This is an optimization exercise on Yosys and OpenROAD, whose aim is small area, not a production implementation. Only simulation tests tie the RTL to the original design; equivalence was not proved. The flow treats the clock pin as an ideal source, which a real chip does not have. Power and IR drop assume default switching activity.

==> flow/design.v (excerpt) <==
module length_prefix_deframer_unit
#(
   parameter int NUM_CHANNELS = lpd_pkg::DEF_NUM_CHANNELS,
   parameter int HEADER_BYTES = lpd_pkg::DEF_HEADER_BYTES
) (
   input  logic    clock,
   input  logic    reset,
   input  logic    req_valid,
   output logic    req_ready,
   input  lpd_pkg::req_type req_data,
   output logic    rsp_valid,
   input  logic    rsp_ready,
   output lpd_pkg::rsp_type rsp_data
);
   lpd_pkg::ctx_res_type res;
   logic        out_free;
   logic        no_res;
   logic        step;
   logic        load;
   assign req_ready = out_free | no_res;
   assign step      = req_valid & req_ready;
   assign load      = step & res.present;
   lpd_ctx #(
      .NUM_CHANNELS (NUM_CHANNELS),
      .HEADER_BYTES (HEADER_BYTES)
   ) u_ctx (
      .clock (clock),
      .reset (reset),
      .step  (step),
      .item  (req_data),
      .res   (res),
      .may_defer (no_res)
   );
   lpd_out_reg u_out (
      .clock     (clock),
      .reset     (reset),
      .load      (load),
      .word      (res.word),
      .free      (out_free),
      .rsp_valid (rsp_valid),
      .rsp_ready (rsp_ready),
      .rsp_data  (rsp_data)
   );
endmodule
Settings: LEC_CHECK=0, ABC_AREA=1, CAP_MARGIN=20, CORE_MARGIN=2, CORE_UTILIZATION=75, SLEW_MARGIN=20; clock period 10.0 ns.
standard.sh (not shown) runs the stock make flow with config.mk's settings and CLKGATE_MAP_FILE= SYNTH_SCRIPT=/design/flow/synth_recipe.tcl, a recipe that flattens the netlist after the stock synthesis.
==> flow/flow/run.sh <==
#!/bin/bash
# The standard layout (standard.sh) with these changes:
#  - synthesis maps the logic with flow/abc_map.script (see flow/synth.tcl);
#  - ports are buffered with sky130_fd_sc_hd__buf_2;
#  - the clock tree uses clkbuf_8 leaf clusters of up to 18 sinks, without dummy loads;
#  - after clock tree synthesis, cells with slack to spare are downsized (flow/post_cts.tcl).
set -euo pipefail
cd "$(dirname "$0")/.."
work=$(pwd)
export FLOW_SYNTH_TCL=$work/synth_recipe.tcl
export MY_ABC_SCRIPT=$work/flow/abc_map.script
export BUFFER_PORTS_ARGS="-buffer_cell sky130_fd_sc_hd__buf_2"
export CTS_ARGS="-sink_clustering_enable -repair_clock_nets -buf_list sky130_fd_sc_hd__clkbuf_8 -sink_clustering_size 18 -sink_clustering_max_diameter 60 -dont_use_dummy_load"
export POST_CTS_TCL=$work/flow/post_cts.tcl
sed "s#SYNTH_SCRIPT=[^ ]*#SYNTH_SCRIPT=$work/flow/synth.tcl#" standard.sh > my_standard.sh
grep -q "SYNTH_SCRIPT=$work/flow/synth.tcl" my_standard.sh
bash my_standard.sh > standard.log 2>&1
==> flow/flow/abc_map.script <==
strash
&get -n
&dch
&nf
&put
topo
stime -c
buffer -c
upsize -c
dnsize -c
==> flow/flow/post_cts.tcl <==
# After clock tree synthesis and its timing repair: downsize cells on paths with slack
# to spare (keeping 0.5 ns of setup margin), then legalize the placement again.
estimate_parasitics -placement
repair_timing -recover_power 100 -setup_margin 0.5 -verbose
detailed_placement
check_placement -verbose
==> flow/flow/synth.tcl <==
# The standard flow's synthesis script, with the logic mapped by an area-recovering ABC script
# (abc_map.script) in place of the flow's. Registers are mapped as before.
proc abc {args} {
  set i [lsearch -exact $args -script]
  if {$i >= 0} { lset args [expr {$i + 1}] $::env(MY_ABC_SCRIPT) }
  yosys abc {*}$args
}
source $::env(FLOW_SYNTH_TCL)
The first run ran to the end with no violations.
Next try:
--- a/flow/flow/run.sh
+++ b/flow/flow/run.sh
@@ -2 +2 @@
-# The standard layout (standard.sh) with these changes:
+# The standard layout (standard.sh) with two changes:
@@ -4,3 +4 @@
-#  - ports are buffered with sky130_fd_sc_hd__buf_2;
-#  - the clock tree uses clkbuf_8 leaf clusters of up to 18 sinks, without dummy loads;
-#  - after clock tree synthesis, cells with slack to spare are downsized (flow/post_cts.tcl).
+#  - the clock tree is built without dummy loads.
@@ -12 +9,0 @@
-export BUFFER_PORTS_ARGS="-buffer_cell sky130_fd_sc_hd__buf_2"
@@ -14 +10,0 @@
-export POST_CTS_TCL=$work/flow/post_cts.tcl
removed: flow/flow/post_cts.tcl
=> Setup slack is worse by 0.27 ns. Combinational power came out higher by about 2%. Wire length came out higher by 0.57%. Area after synthesis stays the same. Cell area hardly moves. Fmax came out lower by 3.3%.
Next try:
--- a/flow/flow/run.sh
+++ b/flow/flow/run.sh
@@ -2 +2 @@
-# The standard layout (standard.sh) with two changes:
+# The standard layout (standard.sh) with these changes:
@@ -4 +4,2 @@
-#  - the clock tree is built without dummy loads.
+#  - ports are buffered with sky130_fd_sc_hd__buf_2;
+#  - the clock tree uses clkbuf_8 leaf clusters of up to 18 sinks, without dummy loads.
@@ -9,0 +11 @@
+export BUFFER_PORTS_ARGS="-buffer_cell sky130_fd_sc_hd__buf_2"
=> Wire length goes down by about 0.9%; worst setup slack gains 0.49 ns; hold slack degrades by 0.0054 ns; critical path depth is unchanged; sequential power is about the same; cell area falls by 0.57%; count of clock-buffer cells in the layout stays the same; total power stays flat; clock power hardly moves; combinational power falls by about 0.9%; maximum frequency goes up by 6.2%.
Next try:
--- a/flow/flow/run.sh
+++ b/flow/flow/run.sh
@@ -2 +2 @@
-# The standard layout (standard.sh) with these changes:
+# The standard layout (standard.sh) with two changes:
After rerunning:
- total power stays the same
- via count stays the same
- utilization does not change
- sequential power stays flat
- non-clock buffer count does not change
- setup slack does not change
- design area is unchanged
- first-iteration DRC count does not change
- wire length stays the same
- global-route usage stays the same

* * *

## v19
length_prefix_deframer_unit, a different RTL version from the one above (not shown whole).
Size in the first run: roughly 2400 cells after synthesis, ~1100 flip-flops, ~33 I/O pins, ~41000 sq um of cells after synthesis.
clock: 10.0 ns
lec_check: 0
abc_area: 1
cap_margin: 20
core_margin: 2
core_utilization: 75
slew_margin: 20
==> flow/flow/run.sh <==
#!/bin/bash
# The standard layout (standard.sh) with these changes:
#  - synthesis maps the logic with flow/abc_map.script (see flow/synth.tcl);
#  - ports are buffered with the smallest buffer, sky130_fd_sc_hd__buf_1;
#  - the clock tree uses clkbuf_8 leaf clusters of up to 18 sinks, without dummy loads;
#  - after clock tree synthesis, cells with slack to spare are downsized (flow/post_cts.tcl).
set -euo pipefail
cd "$(dirname "$0")/.."
work=$(pwd)
export FLOW_SYNTH_TCL=$work/synth_recipe.tcl
export MY_ABC_SCRIPT=$work/flow/abc_map.script
export BUFFER_PORTS_ARGS="-buffer_cell sky130_fd_sc_hd__buf_1"
export CTS_ARGS="-sink_clustering_enable -repair_clock_nets -buf_list sky130_fd_sc_hd__clkbuf_8 -sink_clustering_size 18 -sink_clustering_max_diameter 60 -dont_use_dummy_load"
export POST_CTS_TCL=$work/flow/post_cts.tcl
sed "s#SYNTH_SCRIPT=[^ ]*#SYNTH_SCRIPT=$work/flow/synth.tcl#" standard.sh > my_standard.sh
grep -q "SYNTH_SCRIPT=$work/flow/synth.tcl" my_standard.sh
bash my_standard.sh > standard.log 2>&1
==> flow/flow/post_cts.tcl <==
# After clock tree synthesis and its timing repair: downsize cells on paths with slack
# to spare (keeping 0.5 ns of setup margin), then legalize the placement again.
estimate_parasitics -placement
repair_timing -recover_power 100 -setup_margin 0.5 -verbose
detailed_placement
check_placement -verbose
Scripts as last shown in full above: flow/flow/abc_map.script, flow/flow/synth.tcl
No stage failed in v19, and the final checks on the layout all came back clean.
diff inputs: v19 => v12
--- a/flow/flow/run.sh
+++ b/flow/flow/run.sh
@@ -2 +2 @@
-# The standard layout (standard.sh) with these changes:
+# The standard layout (standard.sh) with two changes:
@@ -4,3 +4 @@
-#  - ports are buffered with the smallest buffer, sky130_fd_sc_hd__buf_1;
-#  - the clock tree uses clkbuf_8 leaf clusters of up to 18 sinks, without dummy loads;
-#  - after clock tree synthesis, cells with slack to spare are downsized (flow/post_cts.tcl).
+#  - the clock tree is built without dummy loads.
@@ -12 +9,0 @@
-export BUFFER_PORTS_ARGS="-buffer_cell sky130_fd_sc_hd__buf_1"
@@ -14 +10,0 @@
-export POST_CTS_TCL=$work/flow/post_cts.tcl
removed: flow/flow/post_cts.tcl
### Flow results
- Compared v12 against v19; routed wirelength normalized by instance count within noise.
- Diff v19 -> v12: total power neither gained nor lost much, fmax picked up an extra 0.0031 GHz, register-to-register slack picked up an extra 0.87 ns, buffer and inverter count on the worst path neither gained nor lost much.
Here is what was changed in the inputs of v58 compared with v12.
Settings: an added CTS_CLUSTER_SIZE of 25; a change of CORE_UTILIZATION from 75 to 60; an added CTS_CLUSTER_DIAMETER of 80; an added CTS_BUF_LIST of sky130_fd_sc_hd__clkbuf_16.
--- a/flow/flow/run.sh
+++ b/flow/flow/run.sh
@@ -10 +10 @@
-export CTS_ARGS="-sink_clustering_enable -repair_clock_nets -buf_list sky130_fd_sc_hd__clkbuf_8 -sink_clustering_size 18 -sink_clustering_max_diameter 60 -dont_use_dummy_load"
+export CTS_ARGS="-sink_clustering_enable -repair_clock_nets -buf_list sky130_fd_sc_hd__clkbuf_16 -sink_clustering_size 25 -sink_clustering_max_diameter 80 -dont_use_dummy_load"
Findings:
Each of the runs, namely v58 and v12, reached the end of the flow and came out clean. Routed via count divided by cell count in v58 is 9.4% below v12. Taking v12 as the reference point, the met1 wire length of v58 rises by about 20%. Combinational share of power, v58 and v12, higher one = v12. In the metrics for v58 and v12, the one carrying the higher share of the clock period used by the worst path is v58. Relative to v12, clock-pin slew on the worst setup and hold paths has decreased by 0.03 ns in v58. Summary of v58 over v12: share of cell area taken by flip-flops and latches went down by 1.2 points, number of top-level pins was more or less identical, utilization went down by 15 points. Relative to v12, the average detailed-routed wire length per instance of v58 is lower by 0.79%. Re design area: v58 is 1.7% up on v12.

* * *

== oak ==
The RTL this note starts from:
==> flow/design.v <==
package lpd_pkg;
   localparam int CHAN_W = 4;
   localparam int BYTE_W = 8;
   localparam int LEN_W  = 64;
   localparam int DEF_NUM_CHANNELS = 16;
   localparam int DEF_HEADER_BYTES = 8;
   typedef struct packed {
      logic [CHAN_W-1:0] channel;
      logic [BYTE_W-1:0] data_byte;
   } req_type;
   typedef struct packed {
      logic [CHAN_W-1:0] out_channel;
      logic [BYTE_W-1:0] payload_byte;
      logic              first_of_frame;
      logic              last_of_frame;
      logic              empty_frame;
   } rsp_type;
   typedef struct packed {
      logic    present;
      rsp_type word;
   } ctx_res_type;
endpackage
module lpd_ctx
#(
   parameter int NUM_CHANNELS = lpd_pkg::DEF_NUM_CHANNELS,
   parameter int HEADER_BYTES = lpd_pkg::DEF_HEADER_BYTES
) (
   input  logic        clock,
   input  logic        reset,
   input  logic        step,
   input  lpd_pkg::req_type     item,
   output lpd_pkg::ctx_res_type res
);
   localparam int DEPTH = 1 << lpd_pkg::CHAN_W;
   localparam int LEN_W = lpd_pkg::LEN_W;
   localparam logic [1:0] M_HDR0 = 2'b00;
   localparam logic [1:0] M_HDR  = 2'b01;
   localparam logic [1:0] M_PAY1 = 2'b10;
   localparam logic [1:0] M_PAY  = 2'b11;
   logic [1:0]       mode_ff [DEPTH];
   logic [LEN_W-1:0] data_ff [DEPTH];
   logic [1:0]       mode;
   logic [LEN_W-1:0] data;
   logic             in_header;
   logic             hdr_last;
   logic             use_dec;
   logic [2:0]       hc;
   logic [LEN_W-1:0] x;
   logic [LEN_W:0]   z;
   logic [LEN_W-1:0] dec;
   logic             x_zero;
   logic [1:0]       mode_in;
   logic [LEN_W-1:0] data_in;
   assign mode = mode_ff[item.channel];
   assign data = data_ff[item.channel];
   assign in_header = ~mode[1];
   assign hc        = mode[0] ? data[LEN_W-1 -: 3] : 3'd0;
   assign hdr_last  = mode[0] & (data[LEN_W-1 -: 3] == 3'd7);
   assign use_dec   = mode[1] | hdr_last;
   assign x = {(mode[1] ? data[LEN_W-1 -: 8] : item.data_byte), data[LEN_W-9:0]};
   logic [16:0] g_pre;
   assign g_pre[0] = 1'b1;
   for (genvar j = 0; j < 16; j++) begin : g_grp
      logic [4:0] zl;
      assign zl[0] = 1'b1;
      for (genvar b = 0; b < 4; b++) begin : g_bit
         assign zl[b+1]     = zl[b] & ~x[4*j+b];
         assign z[4*j+b]    = g_pre[j] & zl[b];
         assign dec[4*j+b]  = x[4*j+b] ^ z[4*j+b];
      end
      assign g_pre[j+1] = g_pre[j] & zl[4];
   end
   assign z[LEN_W] = g_pre[16];
   assign x_zero = z[LEN_W];
   always_comb begin
      res.present             = mode[1] | (hdr_last & x_zero);
      res.word.out_channel    = item.channel;
      res.word.payload_byte   = item.data_byte & {8{mode[1]}};
      res.word.first_of_frame = (mode == M_PAY1);
      res.word.last_of_frame  = in_header | x_zero;
      res.word.empty_frame    = in_header;
   end
   always_comb begin
      if (use_dec) begin
         data_in = dec;
         mode_in = x_zero ? M_HDR0 : (mode[1] ? M_PAY : M_PAY1);
      end else begin
         data_in = data;
         for (int k = 0; k < 7; k++) begin
            if (hc == 3'(k)) data_in[8*k +: 8] = item.data_byte;
         end
         data_in[LEN_W-1 -: 3] = hc + 3'd1;
         mode_in = M_HDR;
      end
   end
   for (genvar i = 0; i < DEPTH; i++) begin : g_ch
      always_ff @(posedge clock) begin
         if (reset) begin
            mode_ff[i] <= M_HDR0;
         end else if (step && item.channel == lpd_pkg::CHAN_W'(i)) begin
            mode_ff[i] <= mode_in;
         end
      end
      always_ff @(posedge clock) begin
         if (step && item.channel == lpd_pkg::CHAN_W'(i)) begin
            data_ff[i] <= data_in;
         end
      end
   end
endmodule
module lpd_out_reg
(
   input  logic    clock,
   input  logic    reset,
   input  logic    load,
   input  lpd_pkg::rsp_type word,
   output logic    free,
   output logic    rsp_valid,
   input  logic    rsp_ready,
   output lpd_pkg::rsp_type rsp_data
);
   logic    valid_ff;
   lpd_pkg::rsp_type data_ff;
   assign free      = ~valid_ff | rsp_ready;
   assign rsp_valid = valid_ff;
   assign rsp_data  = data_ff;
   always_ff @(posedge clock) begin
      if (reset) begin
         valid_ff <= 1'b0;
      end else if (load) begin
         valid_ff <= 1'b1;
      end else if (rsp_ready) begin
         valid_ff <= 1'b0;
      end
   end
   always_ff @(posedge clock) begin
      if (load) begin
         data_ff <= word;
      end
   end
endmodule
module length_prefix_deframer_unit
#(
   parameter int NUM_CHANNELS = lpd_pkg::DEF_NUM_CHANNELS,
   parameter int HEADER_BYTES = lpd_pkg::DEF_HEADER_BYTES
) (
   input  logic    clock,
   input  logic    reset,
   input  logic    req_valid,
   output logic    req_ready,
   input  lpd_pkg::req_type req_data,
   output logic    rsp_valid,
   input  logic    rsp_ready,
   output lpd_pkg::rsp_type rsp_data
);
   lpd_pkg::ctx_res_type res;
   logic        out_free;
   logic        step;
   logic        load;
   assign req_ready = out_free | ~res.present;
   assign step      = req_valid & req_ready;
   assign load      = step & res.present;
   lpd_ctx #(
      .NUM_CHANNELS (NUM_CHANNELS),
      .HEADER_BYTES (HEADER_BYTES)
   ) u_ctx (
      .clock (clock),
      .reset (reset),
      .step  (step),
      .item  (req_data),
      .res   (res)
   );
   lpd_out_reg u_out (
      .clock     (clock),
      .reset     (reset),
      .load      (load),
      .word      (res.word),
      .free      (out_free),
      .rsp_valid (rsp_valid),
      .rsp_ready (rsp_ready),
      .rsp_data  (rsp_data)
   );
endmodule
export LEC_CHECK = 0
export ABC_AREA = 1
export CAP_MARGIN = 20
export CORE_MARGIN = 2
export CORE_UTILIZATION = 60
export CTS_BUF_LIST = sky130_fd_sc_hd__clkbuf_16
export CTS_CLUSTER_DIAMETER = 80
export CTS_CLUSTER_SIZE = 25
export SLEW_MARGIN = 20
create_clock -name core_clock -period 10.0 [get_ports {clock}]
run.sh (not shown) runs the stock make flow with config.mk's settings and CLKGATE_MAP_FILE= SYNTH_SCRIPT=/design/flow/synth_recipe.tcl, a recipe that flattens the netlist after the stock synthesis.
Stock flow here: none of the scripts above is used.
Edits applied to the flow inputs when going from oak to pine:
==> flow/flow/run.sh (new file) <==
#!/bin/bash
# The standard layout (standard.sh) with two changes:
#  - synthesis maps the logic with flow/abc_map.script (see flow/synth.tcl);
#  - the clock tree is built without dummy loads.
set -euo pipefail
cd "$(dirname "$0")/.."
work=$(pwd)
export FLOW_SYNTH_TCL=$work/synth_recipe.tcl
export MY_ABC_SCRIPT=$work/flow/abc_map.script
export CTS_ARGS="-sink_clustering_enable -repair_clock_nets -buf_list sky130_fd_sc_hd__clkbuf_16 -sink_clustering_size 25 -sink_clustering_max_diameter 80 -dont_use_dummy_load"
sed "s#SYNTH_SCRIPT=[^ ]*#SYNTH_SCRIPT=$work/flow/synth.tcl#" standard.sh > my_standard.sh
grep -q "SYNTH_SCRIPT=$work/flow/synth.tcl" my_standard.sh
bash my_standard.sh > standard.log 2>&1
==> flow/flow/abc_map.script (new file) <==
strash
&get -n
&dch
&nf -R 1000
&put
topo
==> flow/flow/synth.tcl (new file) <==
# The standard flow's synthesis script, with the logic mapped by an area-recovering ABC script
# (abc_map.script) in place of the flow's. Registers are mapped as before.
proc abc {args} {
  set i [lsearch -exact $args -script]
  if {$i >= 0} { lset args [expr {$i + 1}] $::env(MY_ABC_SCRIPT) }
  yosys abc {*}$args
}
source $::env(FLOW_SYNTH_TCL)
==> flow/standard.sh (new file) <==
#!/bin/bash
# synth_recipe.tcl (not shown) runs the flow's synth.tcl, then flattens the netlist and writes it again
# the make line also repeats each setting of config.mk as NAME=value (left out here)
make -C /OpenROAD-flow-scripts/flow DESIGN_CONFIG=/design/flow/config.mk WORK_HOME=/design/flow/orfs CLKGATE_MAP_FILE= SYNTH_SCRIPT=/design/flow/synth_recipe.tcl "${@:-finish}"
removed: flow/run.sh
==> comparison <==
oak was carried through to the last stage, and its layout satisfied the timing, DRC and antenna checks. The flow for pine finished, though final verification flagged setup timing. Compared to oak, pine has utilization 5.8 points higher. Non-clock buffer count, pine vs oak: up by more than 100%. In the reports for oak and pine, the smaller average wire length per cell after detail routing belongs to oak. Summary of pine over oak: critical path depth now larger, worst hold slack now smaller, number of sequential cells comparable, minimum clock period after layout now larger. oak → pine: number of global-route vias before repair went down; portion of the post-synthesis area used by sequential elements moved up. When the final numbers for oak and pine were put side by side, the die area turned out to be greater in oak.

[static timing again, ports no longer ideal]
Ports are ideal in the flow. The routed layouts listed here were re-timed in OpenROAD.
Step 1 (the two cells are an assumption about what drives the block):
set clk [get_ports {clock}]
set_driving_cell -lib_cell sky130_fd_sc_hd__clkbuf_16 $clk
set_driving_cell -lib_cell sky130_fd_sc_hd__buf_2 [delete_from_list [all_inputs] $clk]
Step 2 also shifts input and output timing later by t, the mid clock arrival at the registers, as if the neighbouring blocks saw the same clock.
Three values: ideal ports, drivers, drivers and shift; two values: the first two.
| run | shift t [ns] | setup slack, ns | pins driven straight from the clock port |
|---|---|---|---|
| the first run of note 1 | 0.734 | 1.946 / 1.919 / 1.538 | 1 |
| the second run of note 1 | 0.733 | 1.672 / 1.643 / 1.643 | 1 |
| the third run of note 1 | 0.742 | 2.159 / 2.136 / 2.136 | 1 |
| the fourth run of note 1 | 0.742 | 2.159 / 2.136 / 2.136 | 1 |
| v19 | 0.742 | 1.480 / 1.513 / 0.772 | 1 |
| v12 | 0.741 | 1.697 / 1.666 / 1.388 | 1 |
| v58 | 0.698 | 1.603 / 1.565 / 1.245 | 1 |
| oak | 0.714 | 0.849 / 0.825 / 0.825 | 1 |
| pine | 0.684 | -1.638 / -1.679 / -1.679 | 1 |
The setup slack of v19, which loses most, moves by +0.033 ns with the drivers and by -0.708 ns with both steps.
